This is an optimization exercise on Yosys and OpenROAD, whose aim is small area, a short achievable clock period and few clock cycles per item, not a production implementation. The RTL was checked by simulation tests, not by an equivalence proof against the original design.

==> run a: inputs <==
## interval_range_table
module interval_range_table (
  input  logic                  clk,
  input  logic                  rst,
  input  logic                  cfg_valid,
  output logic                  cfg_ready,
  input  logic [irt_pkg::ValueBits-1:0]  cfg_initial_value,
  input  logic                  req_valid,
  output logic                  req_ready,
  input  logic                  req_command,
  input  logic [irt_pkg::KeyBits-1:0]    req_key_begin,
  input  logic [irt_pkg::KeyBits-1:0]    req_key_end,
  input  logic [irt_pkg::ValueBits-1:0]  req_new_value,
  input  logic [irt_pkg::KeyBits-1:0]    req_query_key,
  output logic                  rsp_valid,
  input  logic                  rsp_ready,
  output logic [irt_pkg::ValueBits-1:0]  rsp_found_value,
  output logic [irt_pkg::StatusBits-1:0] rsp_status,
  output logic [irt_pkg::CountBits-1:0]  rsp_entries_used
);
==> flow/config.mk <==
export PLATFORM = sky130hd
export DESIGN_NAME = interval_range_table
export DESIGN_NICKNAME = interval_range_table
export VERILOG_FILES = /design/flow/design.v
export SDC_FILE = /design/flow/constraint.sdc
export NUM_CORES = 4
export LEC_CHECK = 0
export CAP_MARGIN = 20
export CORE_MARGIN = 2
export CORE_UTILIZATION = 22
export PLACE_DENSITY = 0.32
export SETUP_SLACK_MARGIN = 1.5
export SLEW_MARGIN = 20
export FASTROUTE_TCL = /design/flow/flow/fastroute.tcl
==> flow/constraint.sdc <==
create_clock -name core_clock -period 8.0 [get_ports {clk}]
set_input_delay 1.6000 -clock core_clock [delete_from_list [all_inputs] [get_ports {clk}]]
set_output_delay 1.6000 -clock core_clock [all_outputs]
set_load 0.01 [all_outputs]
standard.sh (not shown) runs the stock make flow with config.mk's settings and CLKGATE_MAP_FILE= SYNTH_SCRIPT=/design/flow/synth_recipe.tcl, a recipe that flattens the netlist after the stock synthesis.
==> flow/flow/run.sh <==
#!/bin/bash
# The standard layout, with global routing told to leave more room on met1 and met2 so
# that detailed routing of this wire-heavy design has space for pin access.
set -e
HERE=$(pwd)
export FASTROUTE_TCL="$HERE/flow/fastroute.tcl"
echo "export FASTROUTE_TCL = $HERE/flow/fastroute.tcl" >> config.mk
bash standard.sh > "$HERE/standard_flow.log" 2>&1
==> flow/flow/fastroute.tcl <==
# Layer capacity adjustments for global routing (fraction of each layer held back).
set_global_routing_layer_adjustment met1 0.5
set_global_routing_layer_adjustment met2 0.35
set_global_routing_layer_adjustment met3 0.15
set_global_routing_layer_adjustment met4 0.15
set_global_routing_layer_adjustment met5 0.15

set_routing_layers -clock $::env(MIN_CLK_ROUTING_LAYER)-$::env(MAX_ROUTING_LAYER)
set_routing_layers -signal $::env(MIN_ROUTING_LAYER)-$::env(MAX_ROUTING_LAYER)
==> inputs of run b, as changes to run a <==
--- a/flow/design.v
+++ b/flow/design.v
@@ -221,23 +221,24 @@
   end
   assign wb_lt = (w_b <  a_b);
   assign we_lt = (w_x <  a_b);
   assign wb_le = (w_b <= a_x);
   assign we_le = (w_x <= a_x);
-  logic a_xmax;
-  assign a_xmax = (a_x == '1);
   assign bb_lt = (r_b <  a_b);
   assign be_lt = (r_x <  a_b);
   assign bb_le = (r_b <= a_x);
   assign be_le = (r_x <= a_x);
   logic [N-1:0] lt;       
   logic [N-1:0] le;       
   logic [N-1:0] gt;       
   logic [N-1:0] in_rng;
   logic [N-1:0] hit;
-  assign in_rng = v & ~tb & tx;
-  assign hit    = tx & ~(tx >> 1);
+  assign lt     = v & tb;
+  assign le     = v & tx;
+  assign gt     = v & ~tx;
+  assign in_rng = le & ~lt;
+  assign hit    = le & ~(incl_dn(le) >> 1);
   logic [N-1:0] at_p;      
   logic [N-1:0] at_s;      
   logic [N-1:0] rgn;       
   logic [N-1:0] p_slot;
   logic [N-1:0] s_slot;
@@ -258,22 +259,19 @@
   logic         act;
   logic         do_up;
   logic         do_dn;
   logic         stall;
   logic         ins;
-  logic [N-1:0] p0, s0;
-  assign p0      = tb & ~(tb >> 1);
-  assign s0      = ~tx & (tx << 1);
-  assign at_p    = tb & ~(p0 & ~v);
-  assign at_s    = ~tx & ~(s0 & ~v);
+  assign at_p    = incl_dn(lt);
+  assign at_s    = incl_up(gt);
   assign rgn     = ~at_p & ~at_s;
   assign p_slot  = at_p & ~(at_p >> 1);
   assign s_slot  = at_s & ~(at_s << 1);
   assign hole_up = ~v & at_s;
   assign hole_dn = ~v & at_p;
-  assign sh_up   = at_s & ~(incl_up(hole_up) << 1);
-  assign sh_dn   = at_p & ~(incl_dn(hole_dn) >> 1);
+  assign sh_up   = (at_s << 1) & ~(incl_up(hole_up) << 1);
+  assign sh_dn   = (at_p >> 1) & ~(incl_dn(hole_dn) >> 1);
   assign has_up  = |hole_up;
   assign has_dn  = |hole_dn;
   assign rgn_n  = {|(rgn & (rgn >> 1)), |rgn};
   assign free_n = any_two(~v | in_rng);
   assign full   = !free_n[0] || (r_tail && !free_n[1]);
@@ -297,19 +295,15 @@
   assign pick      = aligned(cand);
   assign fill_lo   = fill & ~(fill << 1);
   assign fill_hi   = fill & ~(fill >> 1);
   assign b_set     = short_any ? fill_lo : (r_tail ? (pick >> 1) : pick);
   assign e_set     = r_tail ? (short_any ? fill_hi : pick) : '0;
-  logic [N-1:0] e_dat;
-  assign e_dat     = r_tail ? (short_any ? fill_hi : (incl_up(pick) & fill)) : '0;
-  assign wb    = ins ? (fill & ~e_dat) : '0;
-  assign we    = ins ? e_dat : '0;
-  assign mv_up = do_up ? (sh_up & ~wb & ~we) : '0;
-  assign mv_dn = do_dn ? (sh_dn & ~wb & ~we) : '0;
+  assign wb    = ins ? b_set : '0;
+  assign we    = ins ? e_set : '0;
+  assign mv_up = do_up ? sh_up : '0;
+  assign mv_dn = do_dn ? sh_dn : '0;
   assign clr   = act ? (in_rng | (do_up ? s_slot : '0) | (do_dn ? p_slot : '0)) : '0;
-  logic [N-1:0] setv;
-  assign setv  = ins ? (b_set | e_set) : '0;
   always_ff @(posedge clk) begin
     if (rst) begin
       s_v   <= 1'b0;
       a_v   <= 1'b0;
       b_v   <= 1'b0;
@@ -397,32 +391,28 @@
     end else begin : g_up
       assign key_up  = key[i-1];
       assign val_up  = val[i-1];
     end
     if (i == N - 1) begin : g_last
-      assign key_dn  = '1;
-      assign val_dn  = val[i];
+      assign key_dn  = '0;
+      assign val_dn  = '0;
     end else begin : g_dn
       assign key_dn  = key[i+1];
       assign val_dn  = val[i+1];
     end
     logic a_tb_up, a_tx_up, a_tb_dn, a_tx_dn;
     assign a_tb_up = (i == 0) ? 1'b0 : a_tb[(i+N-1)%N];
     assign a_tx_up = (i == 0) ? 1'b0 : a_tx[(i+N-1)%N];
     assign a_tb_dn = (i == N - 1) ? 1'b0 : a_tb[(i+1)%N];
-    assign a_tx_dn = (i == N - 1) ? a_xmax : a_tx[(i+1)%N];
+    assign a_tx_dn = (i == N - 1) ? 1'b0 : a_tx[(i+1)%N];
     assign c_tb[i] = w_wb[i] ? wb_lt : w_we[i] ? we_lt : w_mu[i] ? a_tb_up : w_md[i] ? a_tb_dn : a_tb[i];
     assign c_tx[i] = w_wb[i] ? wb_le : w_we[i] ? we_le : w_mu[i] ? a_tx_up : w_md[i] ? a_tx_dn : a_tx[i];
     always_ff @(posedge clk) begin
       if (rst || cfg_write) begin
         v[i] <= (i == 0);
-      end else if (wb[i] || we[i]) begin
-        v[i] <= setv[i];
-      end else if (mv_up[i]) begin
-        v[i] <= !s_slot[i];
-      end else if (mv_dn[i]) begin
-        v[i] <= !p_slot[i];
+      end else if (wb[i] || we[i] || mv_up[i] || mv_dn[i]) begin
+        v[i] <= 1'b1;
       end else if (clr[i]) begin
         v[i] <= 1'b0;
       end
     end
     always_ff @(posedge clk) begin
@@ -436,33 +426,33 @@
         end else if (mv_up[i]) begin
           tb[i] <= (i == 0) ? 1'b0 : c_tb[(i+N-1)%N];
           tx[i] <= (i == 0) ? 1'b0 : c_tx[(i+N-1)%N];
         end else if (mv_dn[i]) begin
           tb[i] <= (i == N - 1) ? 1'b0 : c_tb[(i+1)%N];
-          tx[i] <= (i == N - 1) ? a_xmax : c_tx[(i+1)%N];
+          tx[i] <= (i == N - 1) ? 1'b0 : c_tx[(i+1)%N];
         end else begin
           tb[i] <= c_tb[i];
           tx[i] <= c_tx[i];
         end
       end else if (mv_up[i]) begin
         tb[i] <= (i == 0) ? 1'b0 : tb[(i+N-1)%N];
         tx[i] <= (i == 0) ? 1'b0 : tx[(i+N-1)%N];
       end else if (mv_dn[i]) begin
         tb[i] <= (i == N - 1) ? 1'b0 : tb[(i+1)%N];
-        tx[i] <= (i == N - 1) ? !r_tail : tx[(i+1)%N];
+        tx[i] <= (i == N - 1) ? 1'b0 : tx[(i+1)%N];
       end
     end
     logic sb, se, su, sd, hold;
     logic [KB-1:0] bk;
     logic [VB-1:0] bv;
-    assign sb   = w_wb[i] || clr_all;
-    assign se   = w_we[i] && !clr_all;
-    assign su   = w_mu[i] && !clr_all;
-    assign sd   = w_md[i] && !clr_all;
+    assign sb   = w_wb[i] || ((i == 0) && clr_all);
+    assign se   = w_we[i] && !((i == 0) && clr_all);
+    assign su   = w_mu[i] && !((i == 0) && clr_all);
+    assign sd   = w_md[i] && !((i == 0) && clr_all);
     assign hold = !(sb || se || su || sd);
-    assign bk   = bus_key;
-    assign bv   = bus_val;
+    assign bk   = (i == 0) ? bus_key : w_b;
+    assign bv   = (i == 0) ? bus_val : w_nv;
     always_ff @(posedge clk) begin
       key[i] <= ({KB{sb}} & bk) | ({KB{se}} & w_x) | ({KB{su}} & key_up)
               | ({KB{sd}} & key_dn) | ({KB{hold}} & key[i]);
       val[i] <= ({VB{sb}} & bv) | ({VB{se}} & found) | ({VB{su}} & val_up)
               | ({VB{sd}} & val_dn) | ({VB{hold}} & val[i]);
==> flow/run.sh (new file) <==
#!/bin/bash
# synth_recipe.tcl (not shown) runs the flow's synth.tcl, then flattens the netlist and writes it again
# the make line also repeats each setting of config.mk as NAME=value (left out here)
make -C /OpenROAD-flow-scripts/flow DESIGN_CONFIG=/design/flow/config.mk WORK_HOME=/design/flow/orfs CLKGATE_MAP_FILE= SYNTH_SCRIPT=/design/flow/synth_recipe.tcl finish
- CORE_UTILIZATION: 22 -> 25
- FASTROUTE_TCL: /design/flow/flow/fastroute.tcl -> not set
- MIN_ROUTING_LAYER: not set -> met2
- PLACE_DENSITY: 0.32 -> 0.35
- SETUP_SLACK_MARGIN: 1.5 -> not set
removed: flow/flow/run.sh
removed: flow/flow/fastroute.tcl
removed: flow/standard.sh
==> reports/metrics.cfg <==
[synth]
yosysMostFrequentCell=nand2_1
synth-seq-area-share_pct=28.1
yosys.area_share.adder_pct=10.6
ys_ff_latch=3427
yosys.area_share.simple_pct=20.9
synthTopCellsByArea=dfxtp_1 23%, maj3_1 8.7%, a22oi_1 8.1%
synthMuxAreaShare_pct=1.11
synthDistinctLibCells=122
netlist_top_cells_count=5332 x nand2_1, 3346 x clkbuf_1, 2959 x dfxtp_1

[clock_network]
clock-sinks=3427
post_cts_buffers=0
ctsResizeCount=0

[placement]
dp.cells=48100

[outcome]
stop_stage=global routing (5_1_grt)
status=did not finish
tool.error=[ERROR GRT-0116] Global routing finished with congestion. Check the congestion regions in the DRC Viewer.

[floorplanning]
initial_core_util_pct=25.1

[global_route]
grt.overflow.total=2747

-- figures above: run b

==> reports/metrics.cfg <==
[outcome]
status=no timing/DRC/antenna violations

[synth]
synthDistinctLibCells=116
ys_ff_latch=3429
yosys.area_share.simple_pct=19.9
yosys.area_share.adder_pct=9.36
netlist_top_cells_count=4735 x a22oi_1, 3809 x nand2_1, 3165 x clkbuf_1
synthTopCellsByArea=dfxtp_1 22%, a22oi_1 13%, maj3_1 7.5%
yosysMostFrequentCell=a22oi_1

[clock_network]
ctsResizeCount=98
post_cts_buffers=22

[placement]
dp.cells=51200

-- figures above: run a

Testbench counts of run a, summed over its fixed seeds: cycles 3,263, ops 3,200.
Testbench counts of run b, summed over its fixed seeds: cycles 3,232, ops 3,200.

-- port drivers added, routing unchanged --
In the flow no input, the clock included, has a driving cell. The finished layout below was timed again as built, in two steps. Step 1 (the two cells are an assumption about what drives the block):
set clk [get_ports {clk}]
set_driving_cell -lib_cell sky130_fd_sc_hd__clkbuf_16 $clk
set_driving_cell -lib_cell sky130_fd_sc_hd__buf_2 [delete_from_list [all_inputs] $clk]
Step 2 moves the port delays by t, midway between the first and last clock arrival at a register: inputs arrive t later, outputs are due t later. That takes back most of the time a late clock gives input paths. a / b / c = ideal / step 1 / step 2; a / b = the first two.
run: run a
t, ns: 1.364
slack for setup (ns): 0.996 / 0.996 / 0.996
worst setup path at the end: register to register
After both steps setup and hold are still met in run a. For run a, drivers alone change the setup slack by 0.000 ns; drivers and shift together by 0.000 ns.
